Context: an optimization exercise on an open-source flow, tuned for small area. The choices shown serve that exercise and are no tape-out recipe.
The RTL was checked by simulation tests, not by an equivalence proof against the original design.
No activity file was given, so power comes from the tool's default toggle rates.

Setup of the baseline:
==> flow/design.v <==
`timescale 1ns / 1ps
package rbcr_pkg;
    localparam logic [2:0] MODE_ALLOC  = 3'd0;
    localparam logic [2:0] MODE_POP    = 3'd1;
    localparam logic [2:0] MODE_COMMIT = 3'd2;
    localparam logic [2:0] MODE_RETIRE = 3'd3;
    localparam logic [2:0] MODE_FLUSH  = 3'd4;
    localparam logic [2:0] MODE_QUERY  = 3'd5;
endpackage
`timescale 1ns / 1ps
module reorder_buffer_commit_retire_unit (
    input  wire          i_clk,
    input  wire          i_rst_n,
    input  wire          start,
    output wire          busy,
    input  wire [35:0]   i_cmd,
    output wire          o_done,
    output wire [101:0]  o_result,
    input  wire          i_cfg_we,
    input  wire [1:0]    i_cfg_index,
    input  wire [6:0]    i_cfg_data
);
    localparam [2:0] S_IDLE = 3'd0;
    localparam [2:0] S_W    = 3'd1;
    localparam [2:0] S_2    = 3'd2;
    localparam [2:0] S_3    = 3'd3;
    localparam [2:0] S_4    = 3'd4;
    localparam [2:0] S_FIN  = 3'd5;
    localparam [2:0] S_DONE = 3'd6;    
    localparam [2:0] S_CLR  = 3'd7;    
    wire [2:0] mode  = i_cmd[35:33];
    wire [5:0] slot  = i_cmd[32:27];
    wire       uopz  = (i_cmd[10:7] == 4'd0);
    wire [6:0] req   = i_cmd[6:0];
    wire m_alloc  = (mode == 3'd0);
    wire m_pop    = (mode == 3'd1);
    wire m_commit = (mode == 3'd2);
    wire m_retire = (mode == 3'd3);
    wire m_flush  = (mode == 3'd4);
    wire m_query  = (mode == 3'd5);
    reg  [5:0]  rot;
    reg  [63:0] mk;           
    reg  [63:0] uz;           
    reg  [31:0] ops, ins;     
    reg         c_ops, c_ins;
    reg  [5:0]  head, commit, tail;
    reg         cf, uf;       
    reg  [6:0]  cap;
    reg         roc, sim;
    reg  [2:0]  st;
    reg         fs, pz;       
    reg  [6:0]  cnt;
    reg  [1:0]  status;
    reg  [1:0]  kd;           
    reg         can;
    wire       k0     = (rot[4:0] == 5'd0);
    wire       k31    = (rot[4:0] == 5'd31);
    wire       eqS    = (rot == slot);
    wire       eqH    = (rot == head);
    wire       eqC    = (rot == commit);
    wire       eqT    = (rot == tail);
    wire [5:0] tail_m1 = tail - 6'd1;
    wire [5:0] unc_lo, com_lo;
    wire [6:0] ub, cb;        
    assign ub[0] = 1'b0;
    assign cb[0] = 1'b0;
    genvar gi;
    generate
        for (gi = 0; gi < 6; gi = gi + 1) begin : g_sub
            assign unc_lo[gi] = tail[gi] ^ commit[gi] ^ ub[gi];
            assign ub[gi+1]   = (~tail[gi] & commit[gi]) | (~(tail[gi] ^ commit[gi]) & ub[gi]);
            assign com_lo[gi] = commit[gi] ^ head[gi] ^ cb[gi];
            assign cb[gi+1]   = (~commit[gi] & head[gi]) | (~(commit[gi] ^ head[gi]) & cb[gi]);
        end
    endgenerate
    wire       unc_zero  = !uf && (unc_lo == 6'd0);
    wire       all_empty = unc_zero && !cf && (com_lo == 6'd0);
    wire       ready  = (st == S_FIN) && k31;
    wire       acc    = start && ready;
    assign busy   = !ready;
    assign o_done = (st == S_DONE);
    reg        mk_in, uz_in, inj;
    reg [2:0]  st_n;
    reg        head_ld, commit_ld, tail_ld, tail_dec, tail_slot;
    reg        cf_n, uf_n, fs_n, pz_n;
    reg [6:0]  cnt_n;
    reg [1:0]  status_n, kd_n;
    reg        can_n;
    reg        cnt_inc;
    always @* begin
        mk_in     = mk[0];
        uz_in     = uz[0];
        inj       = 1'b0;
        st_n      = st;
        head_ld   = 1'b0;
        commit_ld = 1'b0;
        tail_ld   = 1'b0;
        tail_dec  = 1'b0;
        tail_slot = 1'b0;
        cf_n      = cf;
        uf_n      = uf;
        fs_n      = fs;
        pz_n      = pz;
        status_n  = status;
        kd_n      = kd;
        can_n     = can;
        cnt_inc   = 1'b0;
        cnt_n     = cnt;
        if (m_retire && eqS && !fs && st != S_IDLE) begin
            fs_n = 1'b1;
            pz_n = uz[0];
            if (sim) mk_in = 1'b1;
        end
        case (st)
            S_IDLE, S_DONE: begin
                st_n = S_IDLE;
                if (start) begin
                    st_n     = S_W;
                    status_n = 2'd0;
                    kd_n     = m_flush ? 2'd2 : m_retire ? 2'd3 : 2'd0;
                    can_n    = m_query;
                    cnt_n    = m_query ? req : 7'd0;
                    fs_n     = 1'b0;
                end
            end
            S_W: begin
                if (m_alloc) begin
                    if (eqT) begin
                        if (eqH && !all_empty) begin
                            status_n = 2'd1;
                            st_n     = S_FIN;
                        end else begin
                            uz_in  = uopz;
                            kd_n   = 2'd1;
                            st_n   = S_2;
                        end
                    end
                end else if (m_pop) begin
                    if (unc_zero) begin
                        status_n = 2'd2;
                    end else begin
                        tail_dec = 1'b1;
                        uf_n     = 1'b0;
                    end
                    st_n = S_FIN;
                end else if (m_commit) begin
                    if (!sim) begin
                        st_n = S_FIN;
                    end else if (unc_zero) begin
                        status_n = 2'd2;
                        st_n     = S_FIN;
                    end else if (eqC) begin
                        mk_in    = 1'b0;
                        status_n = eqS ? 2'd0 : 2'd3;
                        uf_n     = 1'b0;
                        st_n     = S_2;
                    end
                end else if (m_retire) begin
                    if (!sim) begin
                        st_n = S_3;
                    end else if (eqH) begin
                        if ((cf || !eqC) && (mk[0] || eqS)) begin
                            cnt_inc = 1'b1;
                            st_n    = S_2;
                        end else begin
                            st_n = S_3;
                        end
                    end
                end else if (m_flush) begin
                    if (unc_zero) begin
                        st_n = S_FIN;
                    end else if (eqC) begin
                        if (eqS) begin
                            cnt_inc = 1'b1;
                            st_n    = S_3;
                        end else begin
                            st_n = S_2;
                        end
                    end
                end else if (m_query) begin
                    if (roc ? unc_zero : all_empty) begin
                        st_n = S_FIN;
                    end else if (roc ? eqC : eqH) begin
                        cnt_inc = 1'b1;
                        st_n    = S_2;
                    end
                end else begin
                    st_n = S_FIN;
                end
            end
            S_2: begin
                if (m_alloc) begin
                    tail_ld = 1'b1;
                    if (eqC) uf_n = 1'b1;
                    st_n = S_FIN;
                end else if (m_commit) begin
                    commit_ld = 1'b1;
                    if (eqH) cf_n = 1'b1;
                    st_n = S_FIN;
                end else if (m_retire) begin
                    if (!eqC && (mk[0] || eqS)) begin
                        cnt_inc = 1'b1;
                    end else begin
                        head_ld = 1'b1;
                        cf_n    = 1'b0;
                        st_n    = S_3;
                    end
                end else if (m_flush) begin
                    if (eqT) begin
                        st_n = S_FIN;
                    end else if (eqS) begin
                        cnt_inc = 1'b1;
                        st_n    = S_3;
                    end
                end else begin
                    if (eqT) begin
                        st_n = S_FIN;
                    end else begin
                        cnt_inc = 1'b1;
                    end
                end
            end
            S_3: begin
                if (m_retire) begin
                    if (fs_n) st_n = S_4;
                end else begin
                    if (eqT) begin
                        tail_slot = 1'b1;
                        uf_n      = 1'b0;
                        st_n      = S_FIN;
                    end else begin
                        cnt_inc = 1'b1;
                    end
                end
            end
            S_4: begin
                if (k0) begin
                    inj  = 1'b1;
                    st_n = S_FIN;
                end
            end
            S_FIN: begin
                if (m_query) can_n = can && (cnt <= cap);
                if (acc) st_n = S_DONE;
            end
            default: begin
                if (k31) st_n = S_IDLE;
            end
        endcase
        if (cnt_inc) begin
            cnt_n = cnt + 7'd1;
            if (cnt == 7'd127) can_n = 1'b0;
        end
    end
    wire clr     = (st == S_CLR);
    wire v_ops   = ops[0] & !clr;
    wire v_ins   = ins[0] & !clr;
    wire ci_ops  = k0 ? inj : c_ops;
    wire ci_ins  = k0 ? (inj & pz) : c_ins;
    always @(posedge i_clk) begin
        mk  <= {mk_in, mk[63:1]};
        uz  <= {uz_in, uz[63:1]};
        ops <= {v_ops ^ ci_ops, ops[31:1]};
        ins <= {v_ins ^ ci_ins, ins[31:1]};
        c_ops <= v_ops & ci_ops;
        c_ins <= v_ins & ci_ins;
        cnt    <= cnt_n;
        status <= status_n;
        kd     <= kd_n;
        can    <= can_n;
        fs     <= fs_n;
        pz     <= pz_n;
        if (!i_rst_n) begin
            rot    <= 6'd0;
            head   <= 6'd0;
            commit <= 6'd0;
            tail   <= 6'd0;
            cf     <= 1'b0;
            uf     <= 1'b0;
            cap    <= 7'd64;
            roc    <= 1'b0;
            sim    <= 1'b1;
            st     <= S_CLR;
        end else begin
            rot    <= rot + 6'd1;
            if (head_ld)   head   <= rot;
            if (commit_ld) commit <= rot;
            if (tail_ld)   tail   <= rot;
            if (tail_dec)  tail   <= tail_m1;
            if (tail_slot) tail   <= slot;
            cf     <= cf_n;
            uf     <= uf_n;
            if (i_cfg_we) begin
                case (i_cfg_index)
                    2'd0: cap <= i_cfg_data;
                    2'd1: roc <= i_cfg_data[0];
                    2'd2: sim <= i_cfg_data[0];
                    default: ;
                endcase
            end
            st     <= st_n;
        end
    end
    assign o_result[101:100] = status;
    assign o_result[99:94]   = (kd == 2'd1) ? tail_m1 : 6'd0;
    assign o_result[93]      = can;
    assign o_result[92:86]   = (kd == 2'd2) ? cnt : 7'd0;
    assign o_result[85:79]   = (kd == 2'd3) ? cnt : 7'd0;
    assign o_result[78:47]   = ops;
    assign o_result[46:15]   = ins;
    assign o_result[14:8]    = {uf, unc_lo};
    assign o_result[7:1]     = {cf, com_lo};
    assign o_result[0]       = all_empty;
endmodule
Settings: LEC_CHECK=0, CAP_MARGIN=20, CORE_MARGIN=2, CORE_UTILIZATION=40, SLEW_MARGIN=20; clock period 5.0 ns.
standard.sh (not shown) runs the stock make flow with config.mk's settings and CLKGATE_MAP_FILE= SYNTH_SCRIPT=/design/flow/synth_recipe.tcl, a recipe that flattens the netlist after the stock synthesis.
==> flow/flow/run.sh <==
#!/bin/bash
# Standard layout, with the ports buffered by the smallest buffer and a leaner clock tree.
set -euo pipefail
export BUFFER_PORTS_ARGS="-buffer_cell sky130_fd_sc_hd__buf_1"
export CTS_ARGS="-sink_clustering_enable -repair_clock_nets -dont_use_dummy_load -buf_list sky130_fd_sc_hd__clkbuf_8 -sink_clustering_size 16 -sink_clustering_max_diameter 100"
bash standard.sh > standard.log 2>&1
The baseline finished every stage and its layout cleared the timing, design-rule and antenna checks.
[inputs] the candidate vs the baseline
==> flow/flow/run.sh <==
#!/bin/bash
# Standard layout, with the ports buffered by the smallest buffer and a leaner clock tree.
set -euo pipefail
export BUFFER_PORTS_ARGS="-buffer_cell sky130_fd_sc_hd__buf_1"
export CTS_ARGS="-sink_clustering_enable -repair_clock_nets -dont_use_dummy_load -buf_list {sky130_fd_sc_hd__clkbuf_8 sky130_fd_sc_hd__clkbuf_16} -sink_clustering_size 20 -sink_clustering_max_diameter 100"
bash standard.sh > standard.log 2>&1
==> comparison <==
Taking the baseline as the reference, in the candidate sequential cell fraction of total power decreased 3.6 points, routing usage on met2 shows no meaningful change, cell count comparable, share of cell area taken by flip-flops and latches decreased by 0.82 points relative to the old numbers, post-route minimum period has increased. [the candidate vs the baseline] cell area: higher in the candidate. Multi-input gate area in the final layout: the candidate vs the baseline — no meaningful difference. The baseline has a higher number of clock buffers in the layout than the candidate. The candidate vs. the baseline: routed wire length ~0 delta; global-route wire length before repair now sits at about the same level. Both conditions hold for the candidate: the flow ran to the end and the final layout passed the timing, design-rule and antenna checks. Taking the baseline as the reference point, the detailed route wirelength on metal3 of the candidate rises by 3.3%.

[port drivers added, routing unchanged]
Ports are ideal in the flow. The routed layouts listed here were re-timed in OpenROAD. Step 1 (the two cells are an assumption about what drives the block):
set clk [get_ports {i_clk}]
set_driving_cell -lib_cell sky130_fd_sc_hd__clkbuf_16 $clk
set_driving_cell -lib_cell sky130_fd_sc_hd__buf_2 [delete_from_list [all_inputs] $clk]
Step 2 times the ports against the registers' clock, not the clock port: input delays grow and output delays shrink by t, the midpoint of the rising clock arrivals with the driver on. a / b / c = ideal ports / drivers / drivers and shift; a / b = the first two.
| run | t (ns) | slack for setup (ns) | pins driven straight from the clock port |
|---|---|---|---|
| the baseline | 0.526 | 0.345 / 0.308 / 0.530 | 1 |
| the candidate | 0.503 | 0.252 / 0.211 / 0.607 | 1 |
After both steps setup and hold are still met in every run listed.
